From an optimization exercise on the open Yosys and OpenROAD flow, aimed at small area, a short achievable clock period and few clock cycles; shortcuts taken in it are not production practice. Only simulation tests tie the RTL to the original design; equivalence was not proved. Power and IR drop assume default switching activity.

## the previous run
// stack_queue_engine_top
module stack_queue_engine_top (
  input  logic               clk,
  input  logic               rst_n,
  input  logic               in_valid,
  output logic               in_ready,
  input  sqe_pkg::in_item_t  in_data,
  output logic               out_valid,
  input  logic               out_ready,
  output sqe_pkg::out_item_t out_data,
  input  logic               cfg_we,
  input  logic               cfg_wdata
);
  localparam int RING = 63;
  function automatic logic [5:0] inc63(input logic [5:0] p);
    inc63 = (p == 6'd62) ? 6'd0 : p + 6'd1;
  endfunction
  function automatic logic [5:0] dec63(input logic [5:0] p);
    dec63 = (p == 6'd0) ? 6'd62 : p - 6'd1;
  endfunction
  logic        mode_r;
  logic        in_ready_r;
  logic [31:0] head_r;              
  logic [31:0] ring [RING];         
  logic [5:0]  rtop;                
  logic [5:0]  rtopm1;              
  logic [5:0]  rtail;               
  logic [5:0]  rp;                  
  logic [6:0]  count;
  logic        e0, e1, fl;          
  logic        dbusy;               
  logic [5:0]  dcnt;                
  logic        dlast;               
  logic        ov;
  logic [35:0] od;
  logic [2:0]  op;
  logic [31:0] val;
  logic        ex;
  assign op  = in_data.operation;
  assign val = in_data.push_value;
  assign ex  = in_valid && in_ready_r;    
  logic short;
  assign short = e0 || e1;
  logic is_push, is_pop, is_swap, is_peek, is_dump;
  assign is_push = (op == 3'd0);
  assign is_pop  = (op == 3'd1);
  assign is_swap = (op == 3'd2);
  assign is_peek = (op == 3'd3);
  assign is_dump = (op == 3'd4);
  logic push_ok, pop_ok, swap_ok, err;
  assign push_ok = ex && is_push && !fl;
  assign pop_ok  = ex && is_pop && !e0;
  assign swap_ok = ex && is_swap && !short;
  assign err     = (is_push && fl) || (is_pop && e0) || (is_swap && short) ||
                   (is_peek && e0);
  logic            wv, byp;
  logic [5:0]      wrow;
  ...
make LEC_CHECK=0 CAP_MARGIN=10 CORE_MARGIN=2 CORE_UTILIZATION=50 CTS_BUF_LIST=sky130_fd_sc_hd__clkbuf_16 CTS_CLUSTER_DIAMETER=100 CTS_CLUSTER_SIZE=24 SETUP_SLACK_MARGIN=3.5 SLEW_MARGIN=10 finish   # period 6.0 ns
run.sh (not shown) runs the stock make flow with config.mk's settings and CLKGATE_MAP_FILE= SYNTH_SCRIPT=/design/flow/synth_recipe.tcl, a recipe that flattens the netlist after the stock synthesis.
The previous run: PASS, flow complete, no timing, DRC or antenna violations
Testbench counts of the previous run, summed over its fixed seeds: cycles 37,882.
### the previous run -> the current run
Settings: CORE_UTILIZATION now 60, was 50; CAP_MARGIN now 20, was 10; SLEW_MARGIN now 20, was 10; CTS_CLUSTER_SIZE now 20, was 24.
## What came out
On tightest hold margin, the current run tracks the previous run almost exactly.
The previous run -> the current run: number of buffers and inverters on the critical path flat
The final-stage net count reported for the current run is greater than that of the previous run by 40.

The RTL this note starts from:
==> flow/design.v <==
package sqe_pkg;
  typedef struct packed {
    logic [2:0]         operation;
    logic signed [31:0] push_value;
  } in_item_t;
  typedef struct packed {
    logic signed [31:0] result_value;
    logic [2:0]         status;
    logic               last;
  } out_item_t;
endpackage
module stack_queue_engine_top (
  input  logic               clk,
  input  logic               rst_n,
  input  logic               in_valid,
  output logic               in_ready,
  input  sqe_pkg::in_item_t  in_data,
  output logic               out_valid,
  input  logic               out_ready,
  output sqe_pkg::out_item_t out_data,
  input  logic               cfg_we,
  input  logic               cfg_wdata
);
  localparam int RING = 63;
  function automatic logic [5:0] inc63(input logic [5:0] p);
    inc63 = (p == 6'd62) ? 6'd0 : p + 6'd1;
  endfunction
  function automatic logic [5:0] dec63(input logic [5:0] p);
    dec63 = (p == 6'd0) ? 6'd62 : p - 6'd1;
  endfunction
  logic        mode_r;
  logic        in_ready_r;
  logic [31:0] head_r;              
  logic [31:0] ring [RING];         
  logic [5:0]  rtop;                
  logic [5:0]  rtopm1;              
  logic [5:0]  rtail;               
  logic [5:0]  rp;                  
  logic [6:0]  count;
  logic        e0, e1, fl;          
  logic        dbusy;               
  logic [5:0]  dcnt;                
  logic        dlast;               
  logic        ov;
  logic [35:0] od;
  logic [2:0]  op;
  logic [31:0] val;
  logic        ex;
  assign op  = in_data.operation;
  assign val = in_data.push_value;
  assign ex  = in_valid && in_ready_r;    
  logic short;
  assign short = e0 || e1;
  logic is_push, is_pop, is_swap, is_peek, is_dump;
  assign is_push = (op == 3'd0);
  assign is_pop  = (op == 3'd1);
  assign is_swap = (op == 3'd2);
  assign is_peek = (op == 3'd3);
  assign is_dump = (op == 3'd4);
  logic push_ok, pop_ok, swap_ok, err;
  assign push_ok = ex && is_push && !fl;
  assign pop_ok  = ex && is_pop && !e0;
  assign swap_ok = ex && is_swap && !short;
  assign err     = (is_push && fl) || (is_pop && e0) || (is_swap && short) ||
                   (is_peek && e0);
  logic            wv, byp;
  logic [5:0]      wrow;
  logic [31:0]     wdat;
  logic [RING-1:0] rsel;
  logic [31:0]     rdata;
  always_comb begin
    rdata = wdat & {32{byp}};
    for (int i = 0; i < RING; i++) rdata = rdata | (ring[i] & {32{rsel[i]}});
  end
  logic        wr_sw, wr_tl, wr_hd;
  logic [31:0] wdata;
  logic        ok_sw, ok_tl, ok_hd;
  assign wr_sw = in_valid && ok_sw && is_swap;
  assign wr_tl = in_valid && ok_tl && is_push;
  assign wr_hd = in_valid && ok_hd && is_push;
  assign wdata = (is_push && mode_r) ? val : head_r;
  logic [RING-1:0] row_we;
  always_comb begin
    for (int i = 0; i < RING; i++)
          row_we[i] = wv && (wrow == 6'(i));
  end
  always_ff @(posedge clk) begin
    for (int i = 0; i < RING; i++) begin
      if (row_we[i]) ring[i] <= wdat;
    end
  end
  logic wv_nxt, byp_nxt;
  assign wv_nxt  = wr_sw || wr_tl || wr_hd;
  assign byp_nxt = wr_sw || wr_hd || (wr_tl && e1);
  always_ff @(posedge clk) begin
    if (!rst_n) begin
      wv  <= 1'b0;
      byp <= 1'b0;
    end else begin
      wv  <= wv_nxt;
      byp <= byp_nxt;
    end
  end
  always_ff @(posedge clk) begin
    wrow <= wr_sw ? rtop : (wr_tl ? rtail : rtopm1);
    wdat <= wdata;
  end
  always_ff @(posedge clk) begin
    if (push_ok && (!mode_r || e0)) head_r <= val;
    else if ((pop_ok && !e1) || swap_ok) head_r <= rdata;
  end
  logic       ptop_up, ptop_dn;
  logic [5:0] rtop_nxt;
  assign ptop_up  = pop_ok && !e1;
  assign ptop_dn  = push_ok && !mode_r && !e0;
  assign rtop_nxt = ptop_up ? inc63(rtop) : (ptop_dn ? rtopm1 : rtop);
  logic e0_nxt, e1_nxt, fl_nxt;
  always_comb begin
    e0_nxt = e0;
    e1_nxt = e1;
    fl_nxt = fl;
    if (push_ok) begin
      e0_nxt = 1'b0;
      e1_nxt = e0;
      fl_nxt = (count == 7'd63);
    end else if (pop_ok) begin
      e0_nxt = e1;
      e1_nxt = (count == 7'd2);
      fl_nxt = 1'b0;
    end
  end
  logic emit;
  logic [5:0] rp_nxt;
  assign rp_nxt = (dbusy && !(emit && dlast)) ? (emit ? inc63(rp) : rp) : rtop_nxt;
  always_ff @(posedge clk) begin
    if (!rst_n) begin
      rtop   <= 6'd0;
      rtopm1 <= 6'd62;
      rtail  <= 6'd0;
      rp     <= 6'd0;
      rsel   <= RING'(1);
      count  <= 7'd0;
      e0     <= 1'b1;
      e1     <= 1'b0;
      fl     <= 1'b0;
    end else begin
      rtop <= rtop_nxt;
      if (ptop_up)      rtopm1 <= rtop;
      else if (ptop_dn) rtopm1 <= dec63(rtopm1);
      if (push_ok && mode_r && !e0) rtail <= inc63(rtail);
      rp   <= rp_nxt;
      for (int i = 0; i < RING; i++) rsel[i] <= (rp_nxt == 6'(i)) && !byp_nxt;
      if (push_ok)     count <= count + 7'd1;
      else if (pop_ok) count <= count - 7'd1;
      e0 <= e0_nxt;
      e1 <= e1_nxt;
      fl <= fl_nxt;
    end
  end
  logic dstart;
  assign dstart = ex && is_dump && !short;
  always_ff @(posedge clk) begin
    if (!rst_n) begin
      dbusy <= 1'b0;
    end else if (dstart) begin
      dbusy <= 1'b1;
      dcnt  <= 6'(count - 7'd1);
      dlast <= e1 ? 1'b0 : (count == 7'd2);
    end else if (emit) begin
      dbusy <= !dlast;
      dcnt  <= dcnt - 6'd1;
      dlast <= (dcnt == 6'd2);
    end
  end
  logic [2:0] st;
  always_comb begin
    if (is_peek)      st = 3'd1;
    else if (is_pop)  st = 3'd2;
    else if (is_swap) st = 3'd3;
    else              st = 3'd4;
  end
  logic       pend;
  logic [2:0] pend_st;
  logic       pend_last;
  logic       o_free, cres;
  assign o_free = !ov || out_ready;
  assign cres   = ex && (err || is_peek || (is_dump && !e0));
  assign emit   = dbusy && !pend && o_free;
  logic [2:0] g_st;
  logic       g_last, g_v;
  logic [31:0] g_val;
  always_comb begin
    if (pend) begin
      g_st   = pend_st;
      g_last = pend_last;
    end else if (dbusy) begin
      g_st   = 3'd0;
      g_last = dlast;
    end else begin
      g_st   = err ? st : 3'd0;
      g_last = err || is_peek || e1;
    end
    g_v   = pend || dbusy || cres;
    g_val = (dbusy && !pend) ? rdata : (g_st == 3'd0 ? head_r : 32'd0);
  end
  always_ff @(posedge clk) begin
    if (!rst_n) begin
      ov   <= 1'b0;
      pend <= 1'b0;
    end else if (o_free) begin
      ov   <= g_v;
      pend <= 1'b0;
    end else if (cres) begin
      pend <= 1'b1;
    end
  end
  always_ff @(posedge clk) begin
    if (o_free && g_v) od <= {g_val, g_st, g_last};
    if (!o_free && cres) begin
      pend_st   <= err ? st : 3'd0;
      pend_last <= err || is_peek || e1;
    end
  end
  logic pend_nxt, dbusy_nxt;
  assign pend_nxt  = !o_free && (pend || cres);
  assign dbusy_nxt = dstart || (dbusy && !(emit && dlast));
  logic in_ready_nxt, mode_nxt;
  assign in_ready_nxt = !dbusy_nxt && !pend_nxt;
  assign mode_nxt     = cfg_we ? cfg_wdata : mode_r;
  always_ff @(posedge clk) begin
    if (!rst_n) begin
      mode_r     <= 1'b0;
      in_ready_r <= 1'b1;
      ok_sw      <= 1'b0;
      ok_tl      <= 1'b0;
      ok_hd      <= 1'b0;
    end else begin
      mode_r     <= mode_nxt;
      in_ready_r <= in_ready_nxt;
      ok_sw      <= in_ready_nxt && !e0_nxt && !e1_nxt;
      ok_tl      <= in_ready_nxt && !e0_nxt && !fl_nxt && mode_nxt;
      ok_hd      <= in_ready_nxt && !e0_nxt && !fl_nxt && !mode_nxt;
    end
  end
  assign in_ready  = in_ready_r;
  assign out_valid = ov;
  assign out_data  = od;
endmodule
==> flow/config.mk <==
export PLATFORM = sky130hd
export DESIGN_NAME = stack_queue_engine_top
export DESIGN_NICKNAME = stack_queue_engine_top
export VERILOG_FILES = /design/flow/design.v
export SDC_FILE = /design/flow/constraint.sdc
export NUM_CORES = 4
export LEC_CHECK = 0
export CAP_MARGIN = 10
export CORE_MARGIN = 2
export CORE_UTILIZATION = 50
export CTS_BUF_LIST = sky130_fd_sc_hd__clkbuf_16
export CTS_CLUSTER_DIAMETER = 100
export CTS_CLUSTER_SIZE = 24
export SETUP_SLACK_MARGIN = 3.5
export SLEW_MARGIN = 10
export TNS_END_PERCENT = 10
==> flow/constraint.sdc <==
create_clock -name core_clock -period 6.0 [get_ports {clk}]
set_input_delay 1.2000 -clock core_clock [delete_from_list [all_inputs] [get_ports {clk}]]
set_output_delay 1.2000 -clock core_clock [all_outputs]
set_load 0.01 [all_outputs]
Testbench counts at the start, summed over its fixed seeds: cycles 37,882.
==> next run, changes <==
--- a/flow/config.mk
+++ b/flow/config.mk
@@ -7,3 +7,3 @@
 export LEC_CHECK = 0
-export CAP_MARGIN = 10
+export CAP_MARGIN = 20
 export CORE_MARGIN = 2
@@ -12,5 +12,4 @@
 export CTS_CLUSTER_DIAMETER = 100
-export CTS_CLUSTER_SIZE = 24
-export SETUP_SLACK_MARGIN = 3.5
-export SLEW_MARGIN = 10
-export TNS_END_PERCENT = 10
+export CTS_CLUSTER_SIZE = 20
+export SETUP_SLACK_MARGIN = 3.7
+export SLEW_MARGIN = 20
Result:
- worst setup slack improved by 0.48 ns
- hold slack improved by 0.034 ns
- synthesized cell count is unchanged
- total power rose by 2.9%
- clock skew goes up by 0.0048 ns
- final cell count rises by 3.2%
- global-route usage is higher by 0.99 points
- sequential cell count stays the same
- wire length goes up by 4.4%
- die area is unchanged
- sequential power barely changes

[static timing again, ports no longer ideal]
Ports are ideal in the flow. The routed layouts listed here were re-timed in OpenROAD. Step 1, drivers: a clkbuf_16 drives clk and a buf_2 each remaining input, both assumed. Step 2 also shifts input and output timing later by t, the mid clock arrival at the registers, as if the neighbouring blocks saw the same clock. a / b / c = ideal / step 1 / step 2; a / b = the first two.
run | t, ns | slack for setup (ns) | worst setup path at the end | pins driven straight from the clock port
the previous run | 0.859 | 3.178 / 3.096 / 2.645 | input to register | 1
the current run | 0.863 | 3.087 / 3.006 / 2.653 | input to register | 1
the first run of note 2 | 0.845 | 2.736 / 2.736 / 2.457 | input to register | 1
the second run of note 2 | 0.881 | 3.211 / 3.126 / 2.638 | input to register | 1
After both steps every run listed still meets setup and hold. The setup slack of the second run of note 2, which loses most, moves by -0.085 ns with the drivers and by -0.573 ns with both steps.
